Context: an optimization exercise on an open-source flow, tuned for small area and a short achievable clock period. The choices shown serve that exercise and are no tape-out recipe. The RTL was checked by simulation tests, not by an equivalence proof against the original design. Power is estimated from default activity; no workload was simulated.

[flow/config.mk]
export PLATFORM = sky130hd
export DESIGN_NAME = joltage_select_sum
export DESIGN_NICKNAME = joltage_select_sum
export VERILOG_FILES = /design/flow/design.v
export SDC_FILE = /design/flow/constraint.sdc
export NUM_CORES = 4
export LEC_CHECK = 0
export CAP_MARGIN = 20
export CORE_MARGIN = 2
export CORE_UTILIZATION = 60
export SETUP_SLACK_MARGIN = 4.1
export SLEW_MARGIN = 20
[flow/constraint.sdc]
create_clock -name core_clock -period 9.0 [get_ports {clk}]
set_input_delay 1.8000 -clock core_clock [delete_from_list [all_inputs] [get_ports {clk}]]
set_output_delay 1.8000 -clock core_clock [all_outputs]
set_load 0.01 [all_outputs]
[flow/design.v]
module joltage_select_sum #(
  parameter int MAX_K = 12,
  parameter int VAL_W = 40,
  parameter int SUM_W = 64,
  parameter int CNT_W = 32,
  localparam int KW   = $clog2(MAX_K+1)
)(
  input  logic             clk,
  input  logic             rst_n,
  input  logic [KW-1:0]    k_sel,
  input  logic [3:0]       in_digit,
  input  logic             in_last,
  input  logic             in_valid,
  output logic             in_ready,
  input  logic             sum_clr,
  output logic             line_valid,
  output logic [VAL_W-1:0] line_value,
  output logic             line_short,
  output logic [SUM_W-1:0] sum_out,
  output logic [CNT_W-1:0] lines_done,
  output logic [2:0]       error
);
  logic [MAX_K-1:0][3:0] dig, cand;
  logic [MAX_K-1:1] shf_q, asc_nxt, shf_nxt;
  logic [VAL_W-1:0] val_p, val_g, va_nxt, vb_nxt;
  logic [VAL_W-1:0] val;
  logic [KW-1:0]    cnt, k_r, k_nxt;
  logic             live, fin, rdy, in_line;
  logic             acc, upd, clr, dig_ok, k_ok, short_l, add_ok;
  logic [VAL_W:0]   add_lo;
  logic [SUM_W-1:0] sum_nxt;
  logic             carry;
  logic [CNT_W-1:0] lines_nxt;
  logic [2:0]       err_set;
  assign in_ready = rdy;
  assign acc      = in_valid && in_ready;
  assign dig_ok   = (in_digit <= 4'd9);
  assign upd      = acc && dig_ok;
  assign clr      = fin || !live;
  assign k_ok     = (k_sel != '0) && (k_sel <= KW'(MAX_K));
  assign short_l  = (cnt < k_r);
  assign add_ok   = fin && !short_l;
  assign k_nxt = in_line ? k_r : (k_ok ? k_sel : KW'(MAX_K));
  always_comb begin
    cand[0] = (shf_q[1] || in_digit > dig[0]) ? in_digit : dig[0];
    for (int j = 1; j < MAX_K; j++)
      cand[j] = shf_q[j] ? dig[j-1] : dig[j];
    for (int j = 1; j < MAX_K; j++)
      asc_nxt[j] = (KW'(j) < k_nxt) && (cand[j] < cand[j-1]);
    shf_nxt[MAX_K-1] = asc_nxt[MAX_K-1];
    for (int j = MAX_K-2; j >= 1; j--)
      shf_nxt[j] = shf_nxt[j+1] | asc_nxt[j];
  end
  jss_bcd2bin u_conv (.d(cand), .va(va_nxt), .vb(vb_nxt));
  assign line_valid = fin;
  assign line_short = fin && short_l;
  assign line_value = add_ok ? val : '0;
  jss_cpa_pg #(.W(VAL_W)) u_val (.p_in(val_p), .g_in(val_g), .s(val));
  jss_cpa_sklansky #(.W(VAL_W+1)) u_add (.a({1'b0, sum_out[VAL_W-1:0]}), .b({1'b0, line_value}), .s(add_lo));
  jss_inc #(.W(SUM_W-VAL_W)) u_inc_hi (.a(sum_out[SUM_W-1:VAL_W]), .ci(add_lo[VAL_W]), .s(sum_nxt[SUM_W-1:VAL_W]), .co(carry));
  assign sum_nxt[VAL_W-1:0] = add_lo[VAL_W-1:0];
  assign lines_nxt = lines_done + CNT_W'(fin);
  assign err_set = {carry,
                    (fin && short_l) || (acc && !in_line && !k_ok),
                    acc && !dig_ok};
  always_ff @(posedge clk or negedge rst_n) begin
    if (!rst_n) begin
      live    <= 1'b0;
      fin     <= 1'b0;
      rdy     <= 1'b0;
    end else begin
      live <= 1'b1;
      fin  <= acc && in_last;
      rdy  <= !(acc && in_last);
    end
  end
  always_ff @(posedge clk) begin
    if (clr) begin
      in_line <= 1'b0;
      dig     <= '0;
      shf_q   <= '0;
      cnt     <= '0;
    end else begin
      if (acc) in_line <= !in_last;
      if (upd) begin
        dig   <= cand;
        shf_q <= shf_nxt;
        if (cnt != KW'(MAX_K)) cnt <= cnt + 1'b1;
      end
    end
  end
  always_ff @(posedge clk) begin
    if (acc && !in_line) k_r <= k_ok ? k_sel : KW'(MAX_K);
    if (upd) begin
      val_p <= va_nxt ^ vb_nxt;
      val_g <= va_nxt & vb_nxt;
    end
  end
  always_ff @(posedge clk or negedge rst_n) begin
    if (!rst_n) begin
      sum_out    <= '0;
      lines_done <= '0;
      error      <= '0;
    end else if (sum_clr) begin
      sum_out    <= '0;
      lines_done <= '0;
      error      <= '0;
    end else begin
      error <= error | err_set;
      lines_done <= lines_nxt;
      sum_out    <= sum_nxt;
    end
  end
endmodule
module jss_inc #(parameter int W = 24) (
  input  logic [W-1:0] a,
  input  logic         ci,
  output logic [W-1:0] s,
  output logic         co
);
  localparam int L = $clog2(W);
  logic [W-1:0] p [0:L];
  always_comb begin
    p[0] = a;
    for (int l = 0; l < L; l++)
      for (int i = 0; i < W; i++)
        if ((i >> l) & 1) p[l+1][i] = p[l][i] & p[l][((i >> l) << l) - 1];
        else              p[l+1][i] = p[l][i];
    s[0] = a[0] ^ ci;
    for (int i = 1; i < W; i++) s[i] = a[i] ^ (ci & p[L][i-1]);
    co = ci & p[L][W-1];
  end
endmodule
module jss_bcd2bin (input logic [47:0] d, output logic [39:0] va, output logic [39:0] vb);
  wire w1 = d[0];
  wire w2 = d[1];
  wire w3 = d[4];
  wire w4 = d[2];
  wire w5 = d[5];
  wire w6 = d[8];
  wire w7 = d[3];
  wire w8 = d[6];
  wire w9 = d[4];
  wire w10 = d[9];
  wire w11 = d[12];
  wire w12 = d[10];
  wire w13 = d[13];
  wire w14 = d[16];
  wire w15 = (d[5] | d[7]);
  wire w16 = d[6];
  wire w17 = d[11];
  wire w18 = ~d[8];
  wire w19 = d[14];
  wire w20 = ~d[12];
  wire w21 = d[17];
  wire w22 = d[20];
  wire w23 = d[7];
  wire w24 = d[9];
  wire w25 = d[18];
  wire w26 = d[21];
  wire w27 = d[24];
  wire w28 = (d[13] | d[15]);
  wire w29 = (d[9] ^ d[10]);
  wire w30 = d[8];
  wire w31 = (d[13] ^ d[14]);
  wire w32 = d[19];
  wire w33 = d[22];
  wire w34 = d[20];
  wire w35 = d[25];
  wire w36 = d[28];
  wire w37 = ((~d[12] & ~d[13] & ~d[14] & ~d[15]) | (d[12] & ~d[13] & ~d[14] & ~d[15]));
  wire w38 = ~d[16];
  wire w39 = d[26];
  wire w40 = d[29];
  wire w41 = d[32];
  wire w42 = ((~d[8] & ~d[9] & ~d[10] & ~d[11]) | (d[8] & ~d[9] & ~d[10] & ~d[11]) | (~d[8] & d[9] & ~d[10] & ~d[11]) | (d[8] & d[9] & ~d[10] & ~d[11]) | (~d[8] & d[9] & d[10] & ~d[11]) | (d[8] & d[9] & d[10] & ~d[11]));
  wire w43 = (d[21] | d[23]);
  wire w44 = d[10];
  wire w45 = d[17];
  wire w46 = d[22];
  wire w47 = ~d[20];
  wire w48 = d[27];
  wire w49 = d[24];
  wire w50 = d[30];
  wire w51 = ~d[28];
  wire w52 = d[33];
  wire w53 = d[36];
  wire w54 = d[11];
  wire w55 = d[12];
  wire w56 = (d[17] ^ d[18]);
  wire w57 = d[25];
  wire w58 = d[34];
  wire w59 = d[37];
  wire w60 = d[40];
  wire w61 = (d[21] | d[23]);
  wire w62 = (d[29] | d[31]);
  wire w63 = d[13];
  wire w64 = ((~d[16] & ~d[17] & ~d[18] & ~d[19]) | (d[16] & ~d[17] & ~d[18] & ~d[19]));
  wire w65 = d[16];
  wire w66 = (d[21] ^ d[22]);
  wire w67 = d[20];
  wire w68 = d[26];
  wire w69 = (d[29] ^ d[30]);
  wire w70 = ~d[28];
  wire w71 = d[35];
  wire w72 = d[38];
  wire w73 = d[36];
  wire w74 = d[41];
  wire w75 = d[44];
  wire w76 = d[14];
  wire w77 = d[17];
  wire w78 = d[27];
  wire w79 = d[42];
  wire w80 = d[45];
  wire w81 = ((~d[20] & ~d[21] & ~d[22] & ~d[23]) | (d[20] & ~d[21] & ~d[22] & ~d[23]) | (~d[20] & d[21] & ~d[22] & ~d[23]) | (d[20] & d[21] & ~d[22] & ~d[23]) | (~d[20] & d[21] & d[22] & ~d[23]) | (d[20] & d[21] & d[22] & ~d[23]));
  wire w82 = ((~d[28] & ~d[29] & ~d[30] & ~d[31]) | (d[28] & ~d[29] & ~d[30] & ~d[31]) | (~d[28] & d[29] & ~d[30] & ~d[31]) | (d[28] & d[29] & ~d[30] & ~d[31]) | (~d[28] & d[29] & d[30] & ~d[31]) | (d[28] & d[29] & d[30] & ~d[31]));
  wire w83 = (d[37] | d[39]);
  wire w84 = d[15];
  wire w85 = d[18];
  wire w86 = d[16];
  wire w87 = d[22];
  wire w88 = (d[29] ^ d[30]);
  wire w89 = d[28];
  wire w90 = ~d[32];
  wire w91 = d[38];
  wire w92 = d[43];
  wire w93 = ~d[40];
  wire w94 = d[46];
  wire w95 = ~d[44];
  wire w96 = d[23];
  wire w97 = d[24];
  wire w98 = d[33];
  wire w99 = d[39];
  wire w100 = ~d[36];
  wire w101 = d[41];
  wire w102 = (d[17] | d[19]);
  wire w103 = ((~d[28] & ~d[29] & ~d[30] & ~d[31]) | (d[28] & ~d[29] & ~d[30] & ~d[31]) | (~d[28] & d[29] & ~d[30] & ~d[31]) | (d[28] & d[29] & ~d[30] & ~d[31]) | (~d[28] & d[29] & d[30] & ~d[31]) | (d[28] & d[29] & d[30] & ~d[31]));
  wire w104 = (d[45] | d[47]);
  wire w105 = d[18];
  wire w106 = ~d[20];
  wire w107 = d[25];
  wire w108 = d[30];
  wire w109 = d[28];
  wire w110 = (d[33] ^ d[34]);
  wire w111 = d[37];
  wire w112 = (d[41] ^ d[42]);
  wire w113 = (d[45] ^ d[46]);
  wire w114 = d[19];
  wire w115 = d[21];
  wire w116 = d[26];
  wire w117 = ~d[24];
  wire w118 = ((~d[32] & ~d[33] & ~d[34] & ~d[35]) | (d[32] & ~d[33] & ~d[34] & ~d[35]));
  wire w119 = (d[37] ^ d[38]);
  wire w120 = ~d[36];
  wire w121 = ((~d[40] & ~d[41] & ~d[42] & ~d[43]) | (d[40] & ~d[41] & ~d[42] & ~d[43]));
  wire w122 = ((~d[44] & ~d[45] & ~d[46] & ~d[47]) | (d[44] & ~d[45] & ~d[46] & ~d[47]));
  wire w123 = ~d[44];
  wire w124 = (d[29] | d[31]);
  wire w125 = (d[21] ^ d[22]);
  wire w126 = d[20];
  wire w127 = d[30];
  wire w128 = ~d[32];
  wire w129 = d[45];
  wire w130 = (d[25] | d[27]);
  wire w131 = ((~d[36] & ~d[37] & ~d[38] & ~d[39]) | (d[36] & ~d[37] & ~d[38] & ~d[39]) | (~d[36] & d[37] & ~d[38] & ~d[39]) | (d[36] & d[37] & ~d[38] & ~d[39]) | (~d[36] & d[37] & d[38] & ~d[39]) | (d[36] & d[37] & d[38] & ~d[39]));
  wire w132 = (d[25] ^ d[26]);
  wire w133 = d[31];
  wire w134 = d[33];
  wire w135 = (d[37] ^ d[38]);
  wire w136 = ~d[36];
  wire w137 = ~d[40];
  wire w138 = (d[45] ^ d[46]);
  wire w139 = ((~d[20] & ~d[21] & ~d[22] & ~d[23]) | (d[20] & ~d[21] & ~d[22] & ~d[23]) | (~d[20] & d[21] & ~d[22] & ~d[23]) | (d[20] & d[21] & ~d[22] & ~d[23]) | (~d[20] & d[21] & d[22] & ~d[23]) | (d[20] & d[21] & d[22] & ~d[23]));
  wire w140 = d[22];
  wire w141 = ((~d[24] & ~d[25] & ~d[26] & ~d[27]) | (d[24] & ~d[25] & ~d[26] & ~d[27]));
  wire w142 = ~d[28];
  wire w143 = (d[33] ^ d[34]);
  wire w144 = ~d[32];
  wire w145 = d[41];
  wire w146 = ((~d[44] & ~d[45] & ~d[46] & ~d[47]) | (d[44] & ~d[45] & ~d[46] & ~d[47]));
  wire w147 = ~d[44];
  wire w148 = ((~d[36] & ~d[37] & ~d[38] & ~d[39]) | (d[36] & ~d[37] & ~d[38] & ~d[39]) | (~d[36] & d[37] & ~d[38] & ~d[39]) | (d[36] & d[37] & ~d[38] & ~d[39]) | (~d[36] & d[37] & d[38] & ~d[39]) | (d[36] & d[37] & d[38] & ~d[39]));
  wire w149 = d[23];
  wire w150 = d[24];
  wire w151 = d[29];
  wire w152 = (d[37] ^ d[38]);
  wire w153 = (d[41] ^ d[42]);
  wire w154 = d[40];
  wire w155 = d[45];
  wire w156 = ((~d[32] & ~d[33] & ~d[34] & ~d[35]) | (d[32] & ~d[33] & ~d[34] & ~d[35]) | (~d[32] & d[33] & ~d[34] & ~d[35]) | (d[32] & d[33] & ~d[34] & ~d[35]) | (~d[32] & d[33] & d[34] & ~d[35]) | (d[32] & d[33] & d[34] & ~d[35]));
  wire w157 = d[25];
  wire w158 = (d[29] ^ d[30]);
  wire w159 = d[28];
  wire w160 = (d[33] ^ d[34]);
  wire w161 = ((~d[36] & ~d[37] & ~d[38] & ~d[39]) | (d[36] & ~d[37] & ~d[38] & ~d[39]));
  wire w162 = d[36];
  wire w163 = (d[45] ^ d[46]);
  wire w164 = ((~d[40] & ~d[41] & ~d[42] & ~d[43]) | (d[40] & ~d[41] & ~d[42] & ~d[43]) | (~d[40] & d[41] & ~d[42] & ~d[43]) | (d[40] & d[41] & ~d[42] & ~d[43]) | (~d[40] & d[41] & d[42] & ~d[43]) | (d[40] & d[41] & d[42] & ~d[43]));
  wire w165 = d[26];
  wire w166 = ((~d[32] & ~d[33] & ~d[34] & ~d[35]) | (d[32] & ~d[33] & ~d[34] & ~d[35]));
  wire w167 = d[37];
  wire w168 = d[42];
  wire w169 = ((~d[44] & ~d[45] & ~d[46] & ~d[47]) | (d[44] & ~d[45] & ~d[46] & ~d[47]));
  wire w170 = ((~d[28] & ~d[29] & ~d[30] & ~d[31]) | (d[28] & ~d[29] & ~d[30] & ~d[31]) | (~d[28] & d[29] & ~d[30] & ~d[31]) | (d[28] & d[29] & ~d[30] & ~d[31]) | (~d[28] & d[29] & d[30] & ~d[31]) | (d[28] & d[29] & d[30] & ~d[31]));
  wire w171 = d[27];
  wire w172 = d[30];
  wire w173 = d[28];
  wire w174 = d[38];
  wire w175 = ~d[36];
  wire w176 = d[43];
  wire w177 = d[44];
  wire w178 = d[45];
  wire w179 = (d[29] | d[31]);
  wire w180 = (d[37] | d[39]);
  wire w181 = d[30];
  wire w182 = ~d[32];
  wire w183 = (d[37] ^ d[38]);
  wire w184 = d[46];
  wire w185 = d[31];
  wire w186 = d[33];
  wire w187 = ((~d[36] & ~d[37] & ~d[38] & ~d[39]) | (d[36] & ~d[37] & ~d[38] & ~d[39]));
  wire w188 = ~d[36];
  wire w189 = d[40];
  wire w190 = d[47];
  wire w191 = (d[33] ^ d[34]);
  wire w192 = d[32];
  wire w193 = d[37];
  wire w194 = d[41];
  wire w195 = d[44];
  wire w196 = (d[37] ^ d[38]);
  wire w197 = d[42];
  wire w198 = d[40];
  wire w199 = d[45];
  wire w200 = ((~d[32] & ~d[33] & ~d[34] & ~d[35]) | (d[32] & ~d[33] & ~d[34] & ~d[35]) | (~d[32] & d[33] & ~d[34] & ~d[35]) | (d[32] & d[33] & ~d[34] & ~d[35]) | (~d[32] & d[33] & d[34] & ~d[35]) | (d[32] & d[33] & d[34] & ~d[35]));
  wire w201 = d[34];
  wire w202 = ((~d[36] & ~d[37] & ~d[38] & ~d[39]) | (d[36] & ~d[37] & ~d[38] & ~d[39]));
  wire w203 = d[46];
  wire w204 = (d[41] | d[43]);
  wire w205 = d[35];
  wire w206 = d[36];
  wire w207 = d[42];
  wire w208 = d[40];
  wire w209 = d[47];
  wire w210 = d[44];
  wire w211 = d[37];
  wire w212 = d[45];
  wire w213 = (d[41] | d[43]);
  wire w214 = d[38];
  wire w215 = d[42];
  wire w216 = d[46];
  wire w217 = ~d[44];
  wire w218 = d[39];
  wire w219 = d[43];
  wire w220 = d[40];
  wire w221 = (d[45] | d[47]);
  wire w222 = d[41];
  wire w223 = (d[45] ^ d[46]);
  wire w224 = d[42];
  wire w225 = ((~d[44] & ~d[45] & ~d[46] & ~d[47]) | (d[44] & ~d[45] & ~d[46] & ~d[47]));
  wire w226 = ~d[44];
  wire w227 = d[43];
  wire w228 = d[45];
  wire w229 = (d[45] ^ d[46]);
  wire w230 = d[44];
  wire w231 = ((~d[44] & ~d[45] & ~d[46] & ~d[47]) | (d[44] & ~d[45] & ~d[46] & ~d[47]) | (~d[44] & d[45] & ~d[46] & ~d[47]) | (d[44] & d[45] & ~d[46] & ~d[47]) | (~d[44] & d[45] & d[46] & ~d[47]) | (d[44] & d[45] & d[46] & ~d[47]));
  wire w232 = d[46];
  wire w233 = w4 ^ w5;
  wire w234 = w233 ^ w6;
  wire w235 = (w4 & w5) | (w233 & w6);
  wire w236 = w10 ^ w11;
  wire w237 = w236 ^ w7;
  wire w238 = (w10 & w11) | (w236 & w7);
  wire w239 = w8 ^ w9;
  wire w240 = w239 ^ w235;
  wire w241 = (w8 & w9) | (w239 & w235);
  wire w242 = w12 ^ w13;
  wire w243 = w242 ^ w14;
  wire w244 = (w12 & w13) | (w242 & w14);
  wire w245 = w15 ^ w238;
  wire w246 = w245 ^ w243;
  wire w247 = (w15 & w238) | (w245 & w243);
  wire w248 = w16 ^ w17;
  wire w249 = w248 ^ w19;
  wire w250 = (w16 & w17) | (w248 & w19);
  wire w251 = w21 ^ w22;
  wire w252 = w251 ^ w18;
  wire w253 = (w21 & w22) | (w251 & w18);
  wire w254 = w20 ^ w244;
  wire w255 = w254 ^ w249;
  wire w256 = (w20 & w244) | (w254 & w249);
  wire w257 = w252 ^ w247;
  wire w258 = w257 ^ w255;
  wire w259 = (w252 & w247) | (w257 & w255);
  wire w260 = 1'b1 ^ w23;
  wire w261 = w260 ^ w24;
  wire w262 = (1'b1 & w23) | (w260 & w24);
  wire w263 = w25 ^ w26;
  wire w264 = w263 ^ w27;
  wire w265 = (w25 & w26) | (w263 & w27);
  wire w266 = w28 ^ w250;
  wire w267 = w266 ^ w253;
  wire w268 = (w28 & w250) | (w266 & w253);
  wire w269 = w261 ^ w264;
  wire w270 = w269 ^ w256;
  wire w271 = (w261 & w264) | (w269 & w256);
  wire w272 = w267 ^ w259;
  wire w273 = w272 ^ w270;
  wire w274 = (w267 & w259) | (w272 & w270);
  wire w275 = 1'b1 ^ w30;
  wire w276 = w275 ^ w32;
  wire w277 = (1'b1 & w30) | (w275 & w32);
  wire w278 = w33 ^ w34;
  wire w279 = w278 ^ w35;
  wire w280 = (w33 & w34) | (w278 & w35);
  wire w281 = w36 ^ w29;
  wire w282 = w281 ^ w31;
  wire w283 = (w36 & w29) | (w281 & w31);
  wire w284 = w262 ^ w265;
  wire w285 = w284 ^ w276;
  wire w286 = (w262 & w265) | (w284 & w276);
  wire w287 = w279 ^ w282;
  wire w288 = w287 ^ w268;
  wire w289 = (w279 & w282) | (w287 & w268);
  wire w290 = w285 ^ w271;
  wire w291 = w290 ^ w288;
  wire w292 = (w285 & w271) | (w290 & w288);
  wire w293 = w39 ^ w40;
  wire w294 = w293 ^ w41;
  wire w295 = (w39 & w40) | (w293 & w41);
  wire w296 = w38 ^ w37;
  wire w297 = w296 ^ w42;
  wire w298 = (w38 & w37) | (w296 & w42);
  wire w299 = w43 ^ w277;
  wire w300 = w299 ^ w280;
  wire w301 = (w43 & w277) | (w299 & w280);
  wire w302 = w294 ^ w283;
  wire w303 = w302 ^ w297;
  wire w304 = (w294 & w283) | (w302 & w297);
  wire w305 = w286 ^ w300;
  wire w306 = w305 ^ w289;
  wire w307 = (w286 & w300) | (w305 & w289);
  wire w308 = w303 ^ w292;
  wire w309 = w308 ^ w306;
  wire w310 = (w303 & w292) | (w308 & w306);
  wire w311 = w44 ^ w45;
  wire w312 = w311 ^ w46;
  wire w313 = (w44 & w45) | (w311 & w46);
  wire w314 = w48 ^ w49;
  wire w315 = w314 ^ w50;
  wire w316 = (w48 & w49) | (w314 & w50);
  wire w317 = w52 ^ w53;
  wire w318 = w317 ^ w47;
  wire w319 = (w52 & w53) | (w317 & w47);
  wire w320 = w51 ^ w295;
  wire w321 = w320 ^ w312;
  wire w322 = (w51 & w295) | (w320 & w312);
  wire w323 = w315 ^ w318;
  wire w324 = w323 ^ w298;
  wire w325 = (w315 & w318) | (w323 & w298);
  wire w326 = w301 ^ w321;
  wire w327 = w326 ^ w324;
  wire w328 = (w301 & w321) | (w326 & w324);
  wire w329 = w304 ^ w327;
  wire w330 = w329 ^ w307;
  wire w331 = (w304 & w327) | (w329 & w307);
  wire w332 = w54 ^ w55;
  wire w333 = w332 ^ w57;
  wire w334 = (w54 & w55) | (w332 & w57);
  wire w335 = w58 ^ w59;
  wire w336 = w335 ^ w60;
  wire w337 = (w58 & w59) | (w335 & w60);
  wire w338 = w56 ^ w61;
  wire w339 = w338 ^ w62;
  wire w340 = (w56 & w61) | (w338 & w62);
  wire w341 = w313 ^ w316;
  wire w342 = w341 ^ w319;
  wire w343 = (w313 & w316) | (w341 & w319);
  wire w344 = w333 ^ w336;
  wire w345 = w344 ^ w339;
  wire w346 = (w333 & w336) | (w344 & w339);
  wire w347 = w322 ^ w342;
  wire w348 = w347 ^ w325;
  wire w349 = (w322 & w342) | (w347 & w325);
  wire w350 = w345 ^ w328;
  wire w351 = w350 ^ w348;
  wire w352 = (w345 & w328) | (w350 & w348);
  wire w353 = 1'b1 ^ w63;
  wire w354 = w353 ^ w65;
  wire w355 = (1'b1 & w63) | (w353 & w65);
  wire w356 = w67 ^ w68;
  wire w357 = w356 ^ w71;
  wire w358 = (w67 & w68) | (w356 & w71);
  wire w359 = w72 ^ w73;
  wire w360 = w359 ^ w74;
  wire w361 = (w72 & w73) | (w359 & w74);
  wire w362 = w75 ^ w70;
  wire w363 = w362 ^ w64;
  wire w364 = (w75 & w70) | (w362 & w64);
  wire w365 = w66 ^ w69;
  wire w366 = w365 ^ w334;
  wire w367 = (w66 & w69) | (w365 & w334);
  wire w368 = w337 ^ w354;
  wire w369 = w368 ^ w357;
  wire w370 = (w337 & w354) | (w368 & w357);
  wire w371 = w360 ^ w340;
  wire w372 = w371 ^ w363;
  wire w373 = (w360 & w340) | (w371 & w363);
  wire w374 = w343 ^ w366;
  wire w375 = w374 ^ w369;
  wire w376 = (w343 & w366) | (w374 & w369);
  wire w377 = w346 ^ w372;
  wire w378 = w377 ^ w349;
  wire w379 = (w346 & w372) | (w377 & w349);
  wire w380 = w375 ^ w352;
  wire w381 = w380 ^ w378;
  wire w382 = (w375 & w352) | (w380 & w378);
  wire w383 = w76 ^ w77;
  wire w384 = w383 ^ w78;
  wire w385 = (w76 & w77) | (w383 & w78);
  wire w386 = w79 ^ w80;
  wire w387 = w386 ^ w81;
  wire w388 = (w79 & w80) | (w386 & w81);
  wire w389 = w82 ^ w83;
  wire w390 = w389 ^ w355;
  wire w391 = (w82 & w83) | (w389 & w355);
  wire w392 = w358 ^ w361;
  wire w393 = w392 ^ w384;
  wire w394 = (w358 & w361) | (w392 & w384);
  wire w395 = w364 ^ w367;
  wire w396 = w395 ^ w387;
  wire w397 = (w364 & w367) | (w395 & w387);
  wire w398 = w370 ^ w390;
  wire w399 = w398 ^ w393;
  wire w400 = (w370 & w390) | (w398 & w393);
  wire w401 = w373 ^ w396;
  wire w402 = w401 ^ w376;
  wire w403 = (w373 & w396) | (w401 & w376);
  wire w404 = w399 ^ w379;
  wire w405 = w404 ^ w402;
  wire w406 = (w399 & w379) | (w404 & w402);
  wire w407 = 1'b1 ^ w84;
  wire w408 = w407 ^ w85;
  wire w409 = (1'b1 & w84) | (w407 & w85);
  wire w410 = w86 ^ w87;
  wire w411 = w410 ^ w89;
  wire w412 = (w86 & w87) | (w410 & w89);
  wire w413 = w91 ^ w92;
  wire w414 = w413 ^ w94;
  wire w415 = (w91 & w92) | (w413 & w94);
  wire w416 = w90 ^ w93;
  wire w417 = w416 ^ w95;
  wire w418 = (w90 & w93) | (w416 & w95);
  wire w419 = w88 ^ w385;
  wire w420 = w419 ^ w408;
  wire w421 = (w88 & w385) | (w419 & w408);
  wire w422 = w411 ^ w414;
  wire w423 = w422 ^ w417;
  wire w424 = (w411 & w414) | (w422 & w417);
  wire w425 = w388 ^ w391;
  wire w426 = w425 ^ w394;
  wire w427 = (w388 & w391) | (w425 & w394);
  wire w428 = w420 ^ w423;
  wire w429 = w428 ^ w397;
  wire w430 = (w420 & w423) | (w428 & w397);
  wire w431 = w400 ^ w426;
  wire w432 = w431 ^ w429;
  wire w433 = (w400 & w426) | (w431 & w429);
  wire w434 = w403 ^ w432;
  wire w435 = w434 ^ w406;
  wire w436 = (w403 & w432) | (w434 & w406);
  wire w437 = 1'b1 ^ w101;
  wire w438 = w437 ^ w96;
  wire w439 = (1'b1 & w101) | (w437 & w96);
  wire w440 = w97 ^ w98;
  wire w441 = w440 ^ w99;
  wire w442 = (w97 & w98) | (w440 & w99);
  wire w443 = w100 ^ w102;
  wire w444 = w443 ^ w103;
  wire w445 = (w100 & w102) | (w443 & w103);
  wire w446 = w104 ^ w409;
  wire w447 = w446 ^ w412;
  wire w448 = (w104 & w409) | (w446 & w412);
  wire w449 = w415 ^ w418;
  wire w450 = w449 ^ w438;
  wire w451 = (w415 & w418) | (w449 & w438);
  wire w452 = w441 ^ w444;
  wire w453 = w452 ^ w421;
  wire w454 = (w441 & w444) | (w452 & w421);
  wire w455 = w447 ^ w424;
  wire w456 = w455 ^ w450;
  wire w457 = (w447 & w424) | (w455 & w450);
  wire w458 = w427 ^ w453;
  wire w459 = w458 ^ w456;
  wire w460 = (w427 & w453) | (w458 & w456);
  wire w461 = w430 ^ w459;
  wire w462 = w461 ^ w433;
  wire w463 = (w430 & w459) | (w461 & w433);
  wire w464 = w105 ^ w107;
  wire w465 = w464 ^ w108;
  wire w466 = (w105 & w107) | (w464 & w108);
  wire w467 = w109 ^ w111;
  wire w468 = w467 ^ w106;
  wire w469 = (w109 & w111) | (w467 & w106);
  wire w470 = w110 ^ w112;
  wire w471 = w470 ^ w113;
  wire w472 = (w110 & w112) | (w470 & w113);
  wire w473 = w439 ^ w442;
  wire w474 = w473 ^ w465;
  wire w475 = (w439 & w442) | (w473 & w465);
  wire w476 = w468 ^ w445;
  wire w477 = w476 ^ w448;
  wire w478 = (w468 & w445) | (w476 & w448);
  wire w479 = w471 ^ w451;
  wire w480 = w479 ^ w474;
  wire w481 = (w471 & w451) | (w479 & w474);
  wire w482 = w454 ^ w477;
  wire w483 = w482 ^ w457;
  wire w484 = (w454 & w477) | (w482 & w457);
  wire w485 = w480 ^ w460;
  wire w486 = w485 ^ w483;
  wire w487 = (w480 & w460) | (w485 & w483);
  wire w488 = w114 ^ w115;
  wire w489 = w488 ^ w116;
  wire w490 = (w114 & w115) | (w488 & w116);
  wire w491 = w117 ^ w120;
  wire w492 = w491 ^ w123;
  wire w493 = (w117 & w120) | (w491 & w123);
  wire w494 = w118 ^ w119;
  wire w495 = w494 ^ w121;
  wire w496 = (w118 & w119) | (w494 & w121);
  wire w497 = w122 ^ w124;
  wire w498 = w497 ^ w466;
  wire w499 = (w122 & w124) | (w497 & w466);
  wire w500 = w469 ^ w489;
  wire w501 = w500 ^ w492;
  wire w502 = (w469 & w489) | (w500 & w492);
  wire w503 = w472 ^ w495;
  wire w504 = w503 ^ w475;
  wire w505 = (w472 & w495) | (w503 & w475);
  wire w506 = w498 ^ w501;
  wire w507 = w506 ^ w478;
  wire w508 = (w498 & w501) | (w506 & w478);
  wire w509 = w481 ^ w504;
  wire w510 = w509 ^ w507;
  wire w511 = (w481 & w504) | (w509 & w507);
  wire w512 = w484 ^ w510;
  wire w513 = w512 ^ w487;
  wire w514 = (w484 & w510) | (w512 & w487);
  wire w515 = w126 ^ w127;
  wire w516 = w515 ^ w129;
  wire w517 = (w126 & w127) | (w515 & w129);
  wire w518 = w128 ^ w125;
  wire w519 = w518 ^ w130;
  wire w520 = (w128 & w125) | (w518 & w130);
  wire w521 = w131 ^ w490;
  wire w522 = w521 ^ w493;
  wire w523 = (w131 & w490) | (w521 & w493);
  wire w524 = w516 ^ w496;
  wire w525 = w524 ^ w499;
  wire w526 = (w516 & w496) | (w524 & w499);
  wire w527 = w519 ^ w502;
  wire w528 = w527 ^ w522;
  wire w529 = (w519 & w502) | (w527 & w522);
  wire w530 = w505 ^ w525;
  wire w531 = w530 ^ w528;
  wire w532 = (w505 & w525) | (w530 & w528);
  wire w533 = w508 ^ w531;
  wire w534 = w533 ^ w511;
  wire w535 = (w508 & w531) | (w533 & w511);
  wire w536 = w133 ^ w134;
  wire w537 = w536 ^ w136;
  wire w538 = (w133 & w134) | (w536 & w136);
  wire w539 = w137 ^ w132;
  wire w540 = w539 ^ w135;
  wire w541 = (w137 & w132) | (w539 & w135);
  wire w542 = w138 ^ w139;
  wire w543 = w542 ^ w517;
  wire w544 = (w138 & w139) | (w542 & w517);
  wire w545 = w537 ^ w520;
  wire w546 = w545 ^ w540;
  wire w547 = (w537 & w520) | (w545 & w540);
  wire w548 = w523 ^ w543;
  wire w549 = w548 ^ w526;
  wire w550 = (w523 & w543) | (w548 & w526);
  wire w551 = w546 ^ w529;
  wire w552 = w551 ^ w549;
  wire w553 = (w546 & w529) | (w551 & w549);
  wire w554 = w532 ^ w552;
  wire w555 = w554 ^ w535;
  wire w556 = (w532 & w552) | (w554 & w535);
  wire w557 = 1'b1 ^ w140;
  wire w558 = w557 ^ w145;
  wire w559 = (1'b1 & w140) | (w557 & w145);
  wire w560 = w142 ^ w144;
  wire w561 = w560 ^ w147;
  wire w562 = (w142 & w144) | (w560 & w147);
  wire w563 = w141 ^ w143;
  wire w564 = w563 ^ w146;
  wire w565 = (w141 & w143) | (w563 & w146);
  wire w566 = w148 ^ w538;
  wire w567 = w566 ^ w558;
  wire w568 = (w148 & w538) | (w566 & w558);
  wire w569 = w561 ^ w541;
  wire w570 = w569 ^ w544;
  wire w571 = (w561 & w541) | (w569 & w544);
  wire w572 = w564 ^ w567;
  wire w573 = w572 ^ w547;
  wire w574 = (w564 & w567) | (w572 & w547);
  wire w575 = w570 ^ w550;
  wire w576 = w575 ^ w573;
  wire w577 = (w570 & w550) | (w575 & w573);
  wire w578 = w553 ^ w576;
  wire w579 = w578 ^ w556;
  wire w580 = (w553 & w576) | (w578 & w556);
  wire w581 = w149 ^ w150;
  wire w582 = w581 ^ w151;
  wire w583 = (w149 & w150) | (w581 & w151);
  wire w584 = w154 ^ w155;
  wire w585 = w584 ^ w152;
  wire w586 = (w154 & w155) | (w584 & w152);
  wire w587 = w153 ^ w156;
  wire w588 = w587 ^ w559;
  wire w589 = (w153 & w156) | (w587 & w559);
  wire w590 = w562 ^ w582;
  wire w591 = w590 ^ w565;
  wire w592 = (w562 & w582) | (w590 & w565);
  wire w593 = w585 ^ w568;
  wire w594 = w593 ^ w588;
  wire w595 = (w585 & w568) | (w593 & w588);
  wire w596 = w591 ^ w571;
  wire w597 = w596 ^ w594;
  wire w598 = (w591 & w571) | (w596 & w594);
  wire w599 = w574 ^ w597;
  wire w600 = w599 ^ w577;
  wire w601 = (w574 & w597) | (w599 & w577);
  wire w602 = 1'b1 ^ w157;
  wire w603 = w602 ^ w159;
  wire w604 = (1'b1 & w157) | (w602 & w159);
  wire w605 = w162 ^ w158;
  wire w606 = w605 ^ w160;
  wire w607 = (w162 & w158) | (w605 & w160);
  wire w608 = w161 ^ w163;
  wire w609 = w608 ^ w164;
  wire w610 = (w161 & w163) | (w608 & w164);
  wire w611 = w583 ^ w603;
  wire w612 = w611 ^ w586;
  wire w613 = (w583 & w603) | (w611 & w586);
  wire w614 = w589 ^ w606;
  wire w615 = w614 ^ w609;
  wire w616 = (w589 & w606) | (w614 & w609);
  wire w617 = w592 ^ w612;
  wire w618 = w617 ^ w595;
  wire w619 = (w592 & w612) | (w617 & w595);
  wire w620 = w615 ^ w598;
  wire w621 = w620 ^ w618;
  wire w622 = (w615 & w598) | (w620 & w618);
  wire w623 = w165 ^ w167;
  wire w624 = w623 ^ w168;
  wire w625 = (w165 & w167) | (w623 & w168);
  wire w626 = w166 ^ w169;
  wire w627 = w626 ^ w170;
  wire w628 = (w166 & w169) | (w626 & w170);
  wire w629 = w604 ^ w624;
  wire w630 = w629 ^ w607;
  wire w631 = (w604 & w624) | (w629 & w607);
  wire w632 = w610 ^ w627;
  wire w633 = w632 ^ w613;
  wire w634 = (w610 & w627) | (w632 & w613);
  wire w635 = w630 ^ w616;
  wire w636 = w635 ^ w633;
  wire w637 = (w630 & w616) | (w635 & w633);
  wire w638 = w619 ^ w636;
  wire w639 = w638 ^ w622;
  wire w640 = (w619 & w636) | (w638 & w622);
  wire w641 = w171 ^ w172;
  wire w642 = w641 ^ w173;
  wire w643 = (w171 & w172) | (w641 & w173);
  wire w644 = w174 ^ w176;
  wire w645 = w644 ^ w177;
  wire w646 = (w174 & w176) | (w644 & w177);
  wire w647 = w175 ^ w625;
  wire w648 = w647 ^ w642;
  wire w649 = (w175 & w625) | (w647 & w642);
  wire w650 = w645 ^ w628;
  wire w651 = w650 ^ w648;
  wire w652 = (w645 & w628) | (w650 & w648);
  wire w653 = w631 ^ w634;
  wire w654 = w653 ^ w651;
  wire w655 = (w631 & w634) | (w653 & w651);
  wire w656 = w637 ^ w654;
  wire w657 = w656 ^ w640;
  wire w658 = (w637 & w654) | (w656 & w640);
  wire w659 = w178 ^ w179;
  wire w660 = w659 ^ w180;
  wire w661 = (w178 & w179) | (w659 & w180);
  wire w662 = w643 ^ w646;
  wire w663 = w662 ^ w660;
  wire w664 = (w643 & w646) | (w662 & w660);
  wire w665 = w649 ^ w663;
  wire w666 = w665 ^ w652;
  wire w667 = (w649 & w663) | (w665 & w652);
  wire w668 = w655 ^ w666;
  wire w669 = w668 ^ w658;
  wire w670 = (w655 & w666) | (w668 & w658);
  wire w671 = w181 ^ w184;
  wire w672 = w671 ^ w182;
  wire w673 = (w181 & w184) | (w671 & w182);
  wire w674 = w183 ^ w672;
  wire w675 = w674 ^ w661;
  wire w676 = (w183 & w672) | (w674 & w661);
  wire w677 = w675 ^ w664;
  wire w678 = w677 ^ w667;
  wire w679 = (w675 & w664) | (w677 & w667);
  wire w680 = 1'b1 ^ w185;
  wire w681 = w680 ^ w186;
  wire w682 = (1'b1 & w185) | (w680 & w186);
  wire w683 = w189 ^ w190;
  wire w684 = w683 ^ w188;
  wire w685 = (w189 & w190) | (w683 & w188);
  wire w686 = w187 ^ w673;
  wire w687 = w686 ^ w681;
  wire w688 = (w187 & w673) | (w686 & w681);
  wire w689 = w684 ^ w687;
  wire w690 = w689 ^ w676;
  wire w691 = (w684 & w687) | (w689 & w676);
  wire w692 = w192 ^ w193;
  wire w693 = w692 ^ w194;
  wire w694 = (w192 & w193) | (w692 & w194);
  wire w695 = w195 ^ w191;
  wire w696 = w695 ^ w682;
  wire w697 = (w195 & w191) | (w695 & w682);
  wire w698 = w685 ^ w693;
  wire w699 = w698 ^ w688;
  wire w700 = (w685 & w693) | (w698 & w688);
  wire w701 = w696 ^ w699;
  wire w702 = w701 ^ w691;
  wire w703 = (w696 & w699) | (w701 & w691);
  wire w704 = w197 ^ w198;
  wire w705 = w704 ^ w199;
  wire w706 = (w197 & w198) | (w704 & w199);
  wire w707 = w196 ^ w200;
  wire w708 = w707 ^ w694;
  wire w709 = (w196 & w200) | (w707 & w694);
  wire w710 = w705 ^ w697;
  wire w711 = w710 ^ w708;
  wire w712 = (w705 & w697) | (w710 & w708);
  wire w713 = w700 ^ w711;
  wire w714 = w713 ^ w703;
  wire w715 = (w700 & w711) | (w713 & w703);
  wire w716 = w201 ^ w203;
  wire w717 = w716 ^ w202;
  wire w718 = (w201 & w203) | (w716 & w202);
  wire w719 = w204 ^ w706;
  wire w720 = w719 ^ w709;
  wire w721 = (w204 & w706) | (w719 & w709);
  wire w722 = w717 ^ w712;
  wire w723 = w722 ^ w720;
  wire w724 = (w717 & w712) | (w722 & w720);
  wire w725 = 1'b1 ^ w205;
  wire w726 = w725 ^ w206;
  wire w727 = (1'b1 & w205) | (w725 & w206);
  wire w728 = w207 ^ w208;
  wire w729 = w728 ^ w209;
  wire w730 = (w207 & w208) | (w728 & w209);
  wire w731 = w210 ^ w726;
  wire w732 = w731 ^ w729;
  wire w733 = (w210 & w726) | (w731 & w729);
  wire w734 = w718 ^ w732;
  wire w735 = w734 ^ w721;
  wire w736 = (w718 & w732) | (w734 & w721);
  wire w737 = 1'b1 ^ w211;
  wire w738 = w737 ^ w212;
  wire w739 = (1'b1 & w211) | (w737 & w212);
  wire w740 = w213 ^ w727;
  wire w741 = w740 ^ w730;
  wire w742 = (w213 & w727) | (w740 & w730);
  wire w743 = w738 ^ w733;
  wire w744 = w743 ^ w741;
  wire w745 = (w738 & w733) | (w743 & w741);
  wire w746 = w214 ^ w215;
  wire w747 = w746 ^ w216;
  wire w748 = (w214 & w215) | (w746 & w216);
  wire w749 = w217 ^ w739;
  wire w750 = w749 ^ w747;
  wire w751 = (w217 & w739) | (w749 & w747);
  wire w752 = w742 ^ w750;
  wire w753 = w752 ^ w745;
  wire w754 = (w742 & w750) | (w752 & w745);
  wire w755 = 1'b1 ^ w218;
  wire w756 = w755 ^ w219;
  wire w757 = (1'b1 & w218) | (w755 & w219);
  wire w758 = w220 ^ w221;
  wire w759 = w758 ^ w748;
  wire w760 = (w220 & w221) | (w758 & w748);
  wire w761 = w756 ^ w751;
  wire w762 = w761 ^ w759;
  wire w763 = (w756 & w751) | (w761 & w759);
  wire w764 = 1'b1 ^ w222;
  wire w765 = w764 ^ w223;
  wire w766 = (1'b1 & w222) | (w764 & w223);
  wire w767 = w757 ^ w760;
  wire w768 = w767 ^ w765;
  wire w769 = (w757 & w760) | (w767 & w765);
  wire w770 = 1'b1 ^ w224;
  wire w771 = w770 ^ w226;
  wire w772 = (1'b1 & w224) | (w770 & w226);
  wire w773 = w225 ^ w771;
  wire w774 = w773 ^ w766;
  wire w775 = (w225 & w771) | (w773 & w766);
  wire w776 = w227 ^ w228;
  wire w777 = w776 ^ w772;
  wire w778 = (w227 & w228) | (w776 & w772);
  wire w779 = 1'b1 ^ w230;
  wire w780 = w779 ^ w229;
  wire w781 = (1'b1 & w230) | (w779 & w229);
  wire [39:0] ra = {1'b1, w231, w780, w777, w774, w763, w762, w753, w744, w724, w723, w714, w702, w690, w678, w669, w657, w639, w621, w600, w579, w555, w534, w513, w486, w462, w435, w382, w381, w331, w310, w309, w274, w273, w258, w241, w237, w234, w2, w1};
  wire [39:0] rb = {w232, w781, w778, w775, w769, w768, w754, 1'b0, w736, w735, w715, 1'b0, 1'b0, w679, w670, 1'b0, 1'b0, 1'b0, w601, w580, 1'b0, 1'b0, w514, 1'b0, w463, w436, 1'b0, w405, 1'b0, w351, w330, 1'b0, w291, 1'b0, 1'b0, w246, w240, 1'b0, w3, 1'b0};
  assign va = ra;
  assign vb = rb;
endmodule
module jss_cpa_sklansky #(parameter int W = 40) (input logic [W-1:0] a, b, output logic [W-1:0] s);
  localparam int L = $clog2(W);
  logic [W-1:0] g [0:L];
  logic [W-1:0] p [0:L];
  always_comb begin
    g[0] = a & b; p[0] = a ^ b;
    for (int l = 0; l < L; l++)
      for (int i = 0; i < W; i++)
        if ((i >> l) & 1) begin
          g[l+1][i] = g[l][i] | (p[l][i] & g[l][((i >> l) << l) - 1]);
          p[l+1][i] = p[l][i] & p[l][((i >> l) << l) - 1];
        end else begin
          g[l+1][i] = g[l][i]; p[l+1][i] = p[l][i];
        end
    s[0] = p[0][0];
    for (int i = 1; i < W; i++) s[i] = p[0][i] ^ g[L][i-1];
  end
endmodule
module jss_cpa_ripple #(parameter int W = 40) (input logic [W-1:0] a, b, output logic [W-1:0] s);
  logic [W:0] c;
  always_comb begin
    c[0] = 1'b0;
    for (int i = 0; i < W; i++) begin
      s[i] = a[i] ^ b[i] ^ c[i];
      c[i+1] = (a[i] & b[i]) | (a[i] & c[i]) | (b[i] & c[i]);
    end
  end
endmodule
module jss_cpa_bk #(parameter int W = 40) (input logic [W-1:0] a, b, output logic [W-1:0] s);
  localparam int L = $clog2(W);
  logic [W-1:0] g, p;
  always_comb begin
    g = a & b; p = a ^ b;
    for (int l = 0; l < L; l++)
      for (int i = 0; i < W; i++)
        if (((i + 1) % (2 << l)) == 0) begin
          g[i] = g[i] | (p[i] & g[i - (1 << l)]);
          p[i] = p[i] & p[i - (1 << l)];
        end
    for (int l = L - 1; l >= 0; l--)
      for (int i = 0; i < W; i++)
        if (((i + 1) % (2 << l)) == (1 << l) && i >= (2 << l) + (1 << l) - 1) begin
          g[i] = g[i] | (p[i] & g[i - (1 << l)]);
          p[i] = p[i] & p[i - (1 << l)];
        end
    s[0] = a[0] ^ b[0];
    for (int i = 1; i < W; i++) s[i] = a[i] ^ b[i] ^ g[i-1];
  end
endmodule
module jss_cpa_pg #(parameter int W = 40) (input logic [W-1:0] p_in, g_in, output logic [W-1:0] s);
  localparam int L = $clog2(W);
  logic [W-1:0] g [0:L];
  logic [W-1:0] p [0:L];
  always_comb begin
    g[0] = g_in; p[0] = p_in;
    for (int l = 0; l < L; l++)
      for (int i = 0; i < W; i++)
        if ((i >> l) & 1) begin
          g[l+1][i] = g[l][i] | (p[l][i] & g[l][((i >> l) << l) - 1]);
          p[l+1][i] = p[l][i] & p[l][((i >> l) << l) - 1];
        end else begin
          g[l+1][i] = g[l][i]; p[l+1][i] = p[l][i];
        end
    s[0] = p_in[0];
    for (int i = 1; i < W; i++) s[i] = p_in[i] ^ g[L][i-1];
  end
endmodule
[flow/flow/run.sh]
#!/bin/bash
set -euo pipefail
export BUFFER_PORTS_ARGS="-buffer_cell sky130_fd_sc_hd__buf_1"
export CTS_ARGS="-sink_clustering_enable -repair_clock_nets -dont_use_dummy_load -sink_clustering_size 24 -sink_clustering_max_diameter 100"
bash standard.sh finish > standard_flow.log 2>&1
[flow/standard.sh]
#!/bin/bash
# synth_recipe.tcl (not shown) runs the flow's synth.tcl, then flattens the netlist and writes it again
# the make line also repeats each setting of config.mk as NAME=value (left out here)
make -C /OpenROAD-flow-scripts/flow DESIGN_CONFIG=/design/flow/config.mk WORK_HOME=/design/flow/orfs CLKGATE_MAP_FILE= SYNTH_SCRIPT=/design/flow/synth_recipe.tcl "${@:-finish}"
==> notes.md, run 1 <==
- Synth top area cells: fa_1 20%, dfrtp_1 15%, edfxtp_1 12%, ha_1 9.1%, dfxtp_1 7.4%
- WHS Path Cells: 2
- Die width: 174 µm
- CTS sink cnt: 233
- WL final: 40.1 mm
- Number of iterations in the first detailed-routing pass: 5
- RSZ-0062 raised after global routing: yes
- P&R area growth vs syn: 9.61%
- Multi-input gate area: 10700 µm²
- First-pass GRT wire length: 65.2 mm
- GP Congestion: 0.965
- CTS tree: yes
- Leak: 0.00828 µW
- Detail Route Antenna Nets: 0
- Asr flop ratio synth: 0.438
- Io pins: 155
- Vias: 12300
- Hold WC Path Type: reg -> reg
- Iter 0 DRT Violations: 791
- Worst Max-Slew Pin Slew: 1050 ps
- Max-slew violation count: 0
- Die area: 30300 µm²
- CTS H-tree depth: 1
- Syn_area_per_cell: 10.3 µm²
- GRT Util Overall: 0.270
- Initial antenna violation count: 0
- Mapped Cells: 1686
- CP max FO: 8
- Fmax: 208 MHz
- Ys Warns: 9
- Fin util: 0.665
- Ratio of cells with drive above 1 in the final layout: 0.0690
- Final Cycle Share: 0.535
- Vias per inst: 5.58
- Arr. time, crit path: 5060 ps
- Status: complete, no violations
- Nets: 2143
- Num CTS Buffers: 13
- Sequential area share after synthesis: 0.336
- Seq cells post-synth: 233
- IO Port Bufs: 154
- Synthesized area: 17400 µm²
- DRC: 0
- Dominant cell type by area after synthesis: fa_1
- Design Area, Final: 19000 µm²
- Final HPWL DP: 31.8 mm
- Ant diodes: 0
- CTS root buf: clkbuf_16
- Worst hold slack: 508 ps
- Row count: 62
- Die height: 174 µm
- Final min period: 4810 ps
- Fin Setup TNS: 0 ps
- Area of the core: 28600 µm²
- Power Density: 203 nW/µm²
- EDFF count, synth: 67
- CTS max path bufs: 3
- # Max-Cap Violations: 0
- Register-to-Register Path Depth: 13
- Final setup violation count: 0
- Worst-skew pair later-pin latency: 490 ps
- Post-Syn Nets: 2001
- Grt ovf: 0
- FF+latch area: 5850 µm²
- Vias in the first global route: 12300
- Crit path kind: reg -> reg
- Routed WL per cell: 18.1 µm
- Final hold violation count: 0
- Clock skew: 24.5 ps
- Layout fillers: 2308
- Worst VDD drop: 0.183 mV
- Clock transition at the registers of the reported paths: 90 ps
- Hold Buf Count CTS: 0
- Placed Area: 18300 µm²
- Setup crit end kind: flop
- Most used DFF post-synth: dfrtp_1
- Initial core utilization: 0.607
- Required time worst endpoint: 9250 ps
- Yosys top cell area share: 0.202
- Largest net degree at the start of global routing: 111
- Startpoint Class: flop
- Rel. slew slack: 0.299
- Count of cell types in the netlist: 76
-- where the power goes --
group	switching, µW	leakage [µW]	internal [µW]
Sequential	113	0.00258	1380
Combinational	1000	0.00554	765
Clock	336	0.000160	260
Total	1450	0.00828	2410
-- stage by stage --
stage,setup slack [ps],total power [µW],cells
5_1_grt,4010,4270,2210
4_1_cts,4000,3880,2201
3_3_place_gp,3720,3200,2184
6_report,4190,3860,2210
3_5_place_dp,3650,3270,2184
2_1_floorplan,4100,2770,1686
-- cell type report --
type,instances,share of cell area
flip-flops and latches,233,0.307
inverters,237,0.0468
repair buffers,177,0.0397
multi-input cells,1166,0.564
clock buffers,13,0.0171
well taps,384,0.0252
-- critical path, cell delays in order, from the launching register on --
cell	delay, ps
dfxtp_4	450
mux2i_4	310
inv_2	180
xnor2_4	220
inv_2	100
fa_1	390
fa_1	390
fa_1	460
fa_1	500
inv_1	70
fa_1	420
fa_1	400
fa_1	380
ha_1	270
-- state kept, by name (all words and copies together), names as in the netlist --
name,count
sum_out,64
dig,48
val_p,40
lines_done,32
val_g,23
shf_q,11
cnt,4
k_r,4
error,3
fin,1
in_line,1
live,1
rdy,1
-- synth_stat cells (11+ instances only) --
library cell / count
xor2_1: 52
xnor2_1: 48
nand2_1: 67
inv_1: 236
mux2i_1: 45
fa_1: 175
and3_1: 13
or3_1: 17
nand3_1: 30
o21a_1: 18
nor2b_1: 18
a31oi_1: 11
nor2_1: 202
o211ai_1: 15
ha_1: 127
edfxtp_1: 67
a21oi_1: 60
nand4_1: 14
nor3_1: 19
o21ai_0: 56
a211oi_1: 54
nand2b_1: 14
clkbuf_1: 35
dfrtp_1: 102
a21o_1: 13
dfxtp_1: 64
-- cell usage in the layout, fill, tap and decap left out, types with 8 or more instances in the layout --
| master | n |
|---|---|
| o211ai_1 | 15 |
| nor2_1 | 196 |
| dfxtp_1 | 59 |
| nand2_1 | 66 |
| a21oi_1 | 56 |
| buf_4 | 23 |
| mux2i_2 | 14 |
| and3_1 | 13 |
| clkbuf_16 | 13 |
| xnor2_1 | 47 |
| a31oi_1 | 11 |
| mux2i_4 | 8 |
| and2_1 | 8 |
| a211oi_1 | 53 |
| mux2i_1 | 24 |
| o21ai_0 | 54 |
| a21o_1 | 13 |
| nand3_1 | 30 |
| o21a_1 | 18 |
| nand2b_1 | 13 |
| edfxtp_1 | 67 |
| dfrtp_1 | 102 |
| inv_1 | 234 |
| fa_1 | 174 |
| ha_1 | 127 |
| buf_1 | 152 |
| or3_1 | 17 |
| nand4_1 | 14 |
| nor3_1 | 18 |
| xor2_1 | 52 |
| nor2b_1 | 17 |
-- logic make-up (layout without fill, tap and decap cells) --
kind of cell	after synthesis	count (layout)	share of synthesized area
other	1	1	0.000216
and+or+nand+nor	429	429	0.115
buffers and inverters	287	427	0.0631
muxes	52	52	0.0311
adders and majority gates	302	302	0.293
AOI/OAI and AO/OA	282	282	0.111
xor gates and xnor gates	100	100	0.0504
DFF	233	233	0.336
-- path summary, 6_finish.rpt --
kind                          start             end  slack (ps)
max in group asynchronous     rst_n     sum_out[31]        6430
hold / removal              dig[47]         dig[47]         510
min in group asynchronous     rst_n  lines_done[17]        1280
setup reg to reg           shf_q[9]       val_p[25]        4190
setup / recovery           shf_q[9]       val_p[25]        4190
hold reg to reg             dig[47]         dig[47]         510
-- metal layers --
metal	vias to the layer above	GRT usage	wire, µm
met5	-	0	0
met3	77	0.0383	2060
li1	5928	-	-
met1	5996	0.395	19000
met2	322	0.420	17700
met4	0	0.0851	1260
-- repair_timing --
item	4_1_cts	5_1_grt
setup endpoints to repair	27	46
pin swaps	2	7
setup buffers	4	9
resized for setup	26	38
==> run 2, diff against run 1 <==
--- a/flow/design.v
+++ b/flow/design.v
@@ -40,13 +40,18 @@
   assign k_ok     = (k_sel != '0) && (k_sel <= KW'(MAX_K));
   assign short_l  = (cnt < k_r);
   assign add_ok   = fin && !short_l;
+  function automatic logic dig_lt(input logic [3:0] a, input logic [3:0] b);
+    logic lt3;
+    lt3 = a[2:0] < b[2:0];
+    dig_lt = (!a[3] && (b[3] || lt3)) || (b[3] && lt3);
+  endfunction
   assign k_nxt = in_line ? k_r : (k_ok ? k_sel : KW'(MAX_K));
   always_comb begin
     cand[0] = (shf_q[1] || in_digit > dig[0]) ? in_digit : dig[0];
     for (int j = 1; j < MAX_K; j++)
       cand[j] = shf_q[j] ? dig[j-1] : dig[j];
     for (int j = 1; j < MAX_K; j++)
-      asc_nxt[j] = (KW'(j) < k_nxt) && (cand[j] < cand[j-1]);
+      asc_nxt[j] = (KW'(j) < k_nxt) && dig_lt(cand[j], cand[j-1]);
     shf_nxt[MAX_K-1] = asc_nxt[MAX_K-1];
     for (int j = MAX_K-2; j >= 1; j--)
       shf_nxt[j] = shf_nxt[j+1] | asc_nxt[j];
--- a/flow/config.mk
+++ b/flow/config.mk
@@ -7,6 +7,6 @@
 export LEC_CHECK = 0
 export CAP_MARGIN = 20
 export CORE_MARGIN = 2
-export CORE_UTILIZATION = 60
-export SETUP_SLACK_MARGIN = 4.1
+export CORE_UTILIZATION = 55
+export SETUP_SLACK_MARGIN = 4.3
 export SLEW_MARGIN = 20
==> notes.md, run 2 <==
- Layout fillers: 2595 (was 2308)
- Worst hold slack: 509 ps (was 508 ps)
- Reg with most FFs: sum_out (unchanged)
- Setup slack after layout: 4290 ps (was 4190 ps)
- Seq cells post-synth: 233 (unchanged)
- Power Density: 202 nW/µm² (was 203 nW/µm²)
- FF+latch area: 5860 µm² (was 5850 µm²)
- # Max-Cap Violations: 0 (unchanged)
- Worst-skew pair later-pin latency: 490 ps (about the same)
- Startpoint Class: flop (unchanged)
- Clock skew: 20.6 ps (was 24.5 ps)
- Number of iterations in the first detailed-routing pass: 6 (was 5)
- R2r endpoint: val_p[20] (was val_p[25])
- Place WS: 3600 ps (was 3650 ps)
- WL final: 40.5 mm (was 40.1 mm)
- CTS H-tree depth: 1 (unchanged)
- Clock Power Share: 0.151 (was 0.154)
- Vias per inst: 5.53 (was 5.58)
- Top-count cell post-synth: inv_1 (unchanged)
- CTS sink cnt: 233 (unchanged)
- Mapped Cells: 1661 (was 1686)
- Synth top area cells: fa_1 20%, dfrtp_1 15%, edfxtp_1 12%, ha_1 8.4%, dfxtp_1 7.5% (was fa_1 20%, dfrtp_1 15%, edfxtp_1 12%, ha_1 9.1%, dfxtp_1 7.4%)
- First-pass GRT wire length: 65.1 mm (was 65.2 mm)
- GP Congestion: 0.979 (was 0.965)
- Slowest-stage cell, CP: edfxtp_1 (was fa_1)
- Register-to-register setup slack: 4380 ps (was 4190 ps)
- Hold WC Path Type: reg -> reg (unchanged)
- Max FFs per register: 64 (unchanged)
- Grt ovf: 0 (unchanged)
- Required time worst endpoint: 7200 ps (was 9250 ps)
- Arr. time, crit path: 2910 ps (was 5060 ps)
- Final setup violation count: 0 (unchanged)
- GRT Util Overall: 0.248 (was 0.270)
- Sequential area share after synthesis: 0.340 (was 0.336)
- Setup crit end kind: output port (was flop)
- Worst min-delay path endpoint: dig[44] (was dig[47])
- Ant diodes: 0 (unchanged)
- Most frequent cells in the layout: 215 x inv_1, 183 x nor2_1, 169 x fa_1, 143 x buf_1, 112 x ha_1 (was 234 x inv_1, 196 x nor2_1, 174 x fa_1, 152 x buf_1, 127 x ha_1)
- Initial core utilization: 0.560 (was 0.607)
- Vias in the first global route: 12200 (was 12300)
- Internal Power: 2450 µW (was 2410 µW)
- Switching pwr: 1480 µW (was 1450 µW)
- Status: complete, no violations (unchanged)
- Top Registers: sum_out (64), dig (48), val_p (40) (unchanged)
- CTS root buf: clkbuf_16 (unchanged)
- Crit-path max cell delay: 440 ps (was 500 ps)
- Critical path, cell by cell: a21o_1, a221o_1, a22oi_2, a21oi_4, a211o_1, a31oi_1, xor2_1, nor2_2, buf_2 (was mux2i_4, inv_2, xnor2_4, inv_2, fa_1, fa_1, fa_1, fa_1, inv_1, fa_1, fa_1, fa_1, ha_1)
- IO Port Bufs: 154 (unchanged)
- Final HPWL DP: 31.8 mm (about the same)
- WHS Path Cells: 2 (unchanged)
- Fin Setup TNS: 0 ps (unchanged)
- Yosys top cell area share: 0.204 (was 0.202)
- Register-to-Register Path Depth: 11 (was 13)
- Vias: 12400 (was 12300)
- Worst VDD drop: 0.142 mV (was 0.183 mV)
- P&R area growth vs syn: 13.5% (was 9.61%)
- Die area: 32700 µm² (was 30300 µm²)
- Syn_area_per_cell: 10.3 µm² (about the same)
- CP max FO: 4 (was 8)
- RSZ-0062 raised after global routing: yes (unchanged)
- Row count: 64 (was 62)
- Ys Warns: 9 (unchanged)
- Sw Ratio: 0.375 (was 0.376)
- Dominant cell type by area after synthesis: fa_1 (unchanged)
- Asr flop ratio synth: 0.438 (unchanged)
- Num CTS Buffers: 13 (unchanged)
- Most used DFF post-synth: dfrtp_1 (unchanged)
- Nets: 2152 (was 2143)
- Most common cell after layout, fill and taps aside: inv_1 (unchanged)
- Die height: 181 µm (was 174 µm)
- Fmax: 212 MHz (was 208 MHz)
- Iter 0 DRT Violations: 661 (was 791)
- Count of cell types in the netlist: 76 (unchanged)
- DRC: 0 (unchanged)
- Detail Route Antenna Nets: 0 (unchanged)
- Post-Syn Nets: 1965 (was 2001)
- EDFF count, synth: 67 (unchanged)
- Final min period: 4710 ps (was 4810 ps)
- Multi-input gate area: 10800 µm² (was 10700 µm²)
- Largest net degree at the start of global routing: 89 (was 111)
- Die width: 181 µm (was 174 µm)
- Logic gate share of total power: 0.470 (was 0.458)
- Crit path kind: reg -> out (was reg -> reg)
- Rel. slew slack: 0.346 (was 0.299)
- Max-slew violation count: 0 (unchanged)
- Clock transition at the registers of the reported paths: 90 ps (about the same)
- Worst Max-Slew Pin Slew: 981 ps (was 1050 ps)
- Synthesized area: 17200 µm² (was 17400 µm²)
- Final Cycle Share: 0.524 (was 0.535)
- R2r startpoint: shf_q[11] (was shf_q[9])
- CTS max path bufs: 3 (unchanged)
- Hold path start: dig[44] (was dig[47])
- Register share of total power: 0.378 (was 0.388)
- CTS tree: yes (unchanged)
- Post-synth top cells: 220 x inv_1, 193 x nor2_1, 175 x fa_1 (was 236 x inv_1, 202 x nor2_1, 175 x fa_1)
- Routed WL per cell: 18.0 µm (was 18.1 µm)
- Design Area, Final: 19500 µm² (was 19000 µm²)
- Area of the core: 30700 µm² (was 28600 µm²)
- Final hold violation count: 0 (unchanged)
- Leak: 0.00844 µW (was 0.00828 µW)
- Io pins: 155 (unchanged)
- Ratio of cells with drive above 1 in the final layout: 0.112 (was 0.0690)
- Placed Area: 18200 µm² (was 18300 µm²)
- Initial antenna violation count: 0 (unchanged)
## run 2: logic make-up (layout without fill, tap and decap cells)
logic type | Yosys count | in the layout | share of synthesized area
AOI/OAI and AO/OA | 269 | 269 | 0.105
buffers and inverters | 276 | 461 | 0.0616
muxes | 53 | 53 | 0.0342
adders and majority gates | 294 | 294 | 0.290
other | 1 | 1 | 0.000218
DFF | 233 | 233 | 0.340
and+or+nand+nor | 436 | 436 | 0.118
xor gates and xnor gates | 99 | 99 | 0.0505
## run 2: power groups by stage
stage	sequential [µW]	clock, µW	combinational (µW)
2_1_floorplan	1470	0	1280
3_3_place_gp	1500	0	1700
3_5_place_dp	1500	0	1760
4_1_cts	1480	618	1820
5_1_grt	1500	643	2200
6_report	1490	594	1850
## run 2: what timing repair did
item | CTS | global route
pin swaps | 14 | 35
buffers inserted | 18 | 35
hold buffers | 0 | 0
endpoints found under the setup margin | 64 | 58
resized for setup | 66 | 56
## run 2: routing by layer
metal  part of all wire  routed length, µm  global-route usage  up-vias
met5                  0                  0                   0        -
met4              0.033               1330              0.0748        0
met3              0.050               2030              0.0343       64
met2               0.45              18100               0.383      313
met1               0.47              19000               0.367     6067
li1                   -                  -                   -     5959
## run 2: per-stage QoR
| stage | instances | total power [µW] | utilization |
|---|---|---|---|
| 2_1_floorplan | 1661 | 2750 | - |
| 3_3_place_gp | 2176 | 3200 | 0.594 |
| 3_5_place_dp | 2176 | 3270 | 0.595 |
| 4_1_cts | 2207 | 3920 | 0.620 |
| 5_1_grt | 2242 | 4350 | 0.636 |
| 6_report | 2242 | 3930 | 0.636 |
## run 2: final cells by class
class	count	share of cell area
clock buffer	13	0.0167
multi-input combinational	1152	0.556
timing repair buffer	221	0.0570
sequential	233	0.301
inverter	227	0.0444
tap	396	0.0254
## run 2: how the worst max path moves through the flow
stage / startpoint / end / slack (ps)
detailed placement: val_p[3] / sum_out[63] / 3600
global route: val_p[3] / line_value[29] / 4180
global placement: val_g[1] / sum_out[63] / 3700
floorplan: shf_q[11] / val_p[25] / 4310
CTS: val_p[10] / line_value[39] / 4290
finish: val_p[10] / line_value[39] / 4290
## run 2: worst max-delay path, delay by kind of cell (launching register included)
kind | cells | cell delay, ps
simple gates | 1 | 90
compound gates | 6 | 1530
xor+xnor | 1 | 220
flops | 1 | 440
buf+inv | 1 | 140
==> run 3, diff against run 2 <==
--- a/flow/config.mk
+++ b/flow/config.mk
@@ -8,5 +8,5 @@
 export CAP_MARGIN = 20
 export CORE_MARGIN = 2
 export CORE_UTILIZATION = 55
-export SETUP_SLACK_MARGIN = 4.3
+export SETUP_SLACK_MARGIN = 4.0
 export SLEW_MARGIN = 20
==> notes.md, run 3 <==
- Asr flop ratio synth: 0.438 (unchanged)
- Count of cell types in the netlist: 76 (unchanged)
- Vias in the first global route: 12200 (about the same)
- Final hold violation count: 0 (unchanged)
- Num CTS Buffers: 13 (unchanged)
- Required time worst endpoint: 9240 ps (was 7200 ps)
- Setup crit end kind: flop (was output port)
- WL final: 39.5 mm (was 40.5 mm)
- Reg with most FFs: sum_out (unchanged)
- Worst Max-Slew Pin Slew: 972 ps (was 981 ps)
- Synth top area cells: fa_1 20%, dfrtp_1 15%, edfxtp_1 12%, ha_1 8.4%, dfxtp_1 7.5% (unchanged)
- GRT Util Overall: 0.245 (was 0.248)
- Largest family of logic cells by synthesized area: adder cells (unchanged)
- CTS tree: yes (unchanged)
- GP Congestion: 0.930 (was 0.979)
- Crit path kind: reg -> reg (was reg -> out)
- P&R area growth vs syn: 9.71% (was 13.5%)
- Post-synthesis xor/xnor area fraction: 0.0505 (unchanged)
- DRC: 0 (unchanged)
- CTS sink cnt: 233 (unchanged)
- CP max FO: 6 (was 4)
- Number of iterations in the first detailed-routing pass: 5 (was 6)
- Status: complete, no violations (unchanged)
- Final setup violation count: 0 (unchanged)
- Ratio of cells with drive above 1 in the final layout: 0.0619 (was 0.112)
- Initial antenna violation count: 0 (unchanged)
- RSZ-0062 raised after global routing: yes (unchanged)
- Area of the core: 30700 µm² (unchanged)
- Multiplexer share of the synthesized area: 0.0342 (unchanged)
- Mapped Cells: 1661 (unchanged)
- Place WS: 3510 ps (was 3600 ps)
- Max-slew violation count: 0 (unchanged)
- Die height: 181 µm (unchanged)
- Worst VDD drop: 0.189 mV (was 0.142 mV)
- CTS root buf: clkbuf_16 (unchanged)
- Post-synthesis compound-gate area fraction: 0.105 (unchanged)
- Post-synth top cells: 220 x inv_1, 193 x nor2_1, 175 x fa_1 (unchanged)
- Clock skew: 19.6 ps (was 20.6 ps)
- Row count: 64 (unchanged)
- Startpoint Class: flop (unchanged)
- EDFF count, synth: 67 (unchanged)
- Hold WC Path Type: reg -> reg (unchanged)
- Slowest-stage cell, CP: fa_1 (was edfxtp_1)
- Setup slack after layout: 4180 ps (was 4290 ps)
- Yosys top cell area share: 0.204 (unchanged)
- First-pass GRT wire length: 64.6 mm (was 65.1 mm)
- Crit path from: shf_q[5] (was val_p[10])
- Iter 0 DRT Violations: 700 (was 661)
- Vias: 12100 (was 12400)
## run 3: cell types whose count changed in the layout (fill, tap and decap cells not counted), moves of 6 or more
cell | before | now
buf_4 | 66 | 29
mux2i_4 | 19 | 9
buf_1 | 143 | 152
nor2_1 | 183 | 192
mux2i_1 | 23 | 31
nor2_2 | 9 | 1
fa_1 | 169 | 175
fa_2 | 6 | 0
## run 3: worst paths after layout
| check | slack, ps | endpoint | cells past startpoint |
|---|---|---|---|
| worst min register to register | 500 | dig[46] | 2 |
| min in group asynchronous | 1380 | sum_out[38] | 1 |
| max in group asynchronous | 6410 | live | 2 |
| worst max-delay path | 4180 | val_p[20] | 11 |
| worst min-delay path | 500 | dig[46] | 2 |
| worst max register to register | 4180 | val_p[20] | 11 |
## run 3: logic make-up after synthesis
family | count (synthesis)
adders and majority gates | 294
xor gates and xnor gates | 99
other | 1
muxes | 53
and+or+nand+nor | 436
buffers and inverters | 276
DFF | 233
AOI/OAI and AO/OA | 269
## run 3: repair_timing
item | in CTS | in global routing
setup buffers | 2 | 8
setup endpoints to repair | 32 | 44
pin swaps | 2 | 5
resized for setup | 18 | 32
## run 3: power by group
part,internal (µW),switching (µW)
clock network,260,333
registers,1380,105
logic,761,989
total,2400,1430
## run 3: layer usage
metal / vias to the layer above / wire (µm) / GRT usage
met3: 64 / 1730 / 0.0270
met1: 5899 / 19000 / 0.362
met4: 0 / 1100 / 0.0616
li1: 5888 / - / -
met2: 252 / 17700 / 0.389
met5: - / 0 / 0
## run 3: worst max-delay path, delay by kind of cell, from the launching register on
family | cells | cell delay, ps
fa+ha+maj | 7 | 3060
buf+inv | 3 | 450
flops | 1 | 490
mux | 1 | 580
## run 3: through the flow
stage / hold slack (ps) / cell area [µm²] / total power (µW) / utilization
floorplan: 466 / 17200 / 2750 / -
global placement: 478 / 18200 / 3180 / 0.594
detailed placement: 489 / 18200 / 3250 / 0.594
global route: 530 / 18800 / 4240 / 0.614
finish: 497 / 18800 / 3830 / 0.614
CTS: 498 / 18600 / 3870 / 0.608
## run 3: layout make-up
class,instances,area [µm²]
clock buffer,13,325
fill,2709,11800
inverter,227,858
multi-input combinational,1152,10500
sequential,233,5850
tap,396,495
timing repair buffer,184,815

afterwards: timing with drivers on the ports:
How much do the figures lean on ideal ports? The routed layouts below were timed once more, with nothing changed but the port constraints.
Step 1: set_driving_cell puts a clkbuf_16 on clk and a buf_2 on each other input, an assumption about the parent block.
Step 2 times the ports against the registers' clock, not the clock port: input delays grow and output delays shrink by t, the midpoint of the rising clock arrivals with the driver on.
Three values: ideal, step 1, step 2; two values: the first two.
run	shift t [ns]	slack for setup (ns)
run 1	0.530	4.187 / 4.151 / 3.790
run 2	0.536	4.286 / 4.233 / 3.993
run 3	0.526	4.184 / 4.146 / 3.717
After both steps setup and hold are still met in every run listed.
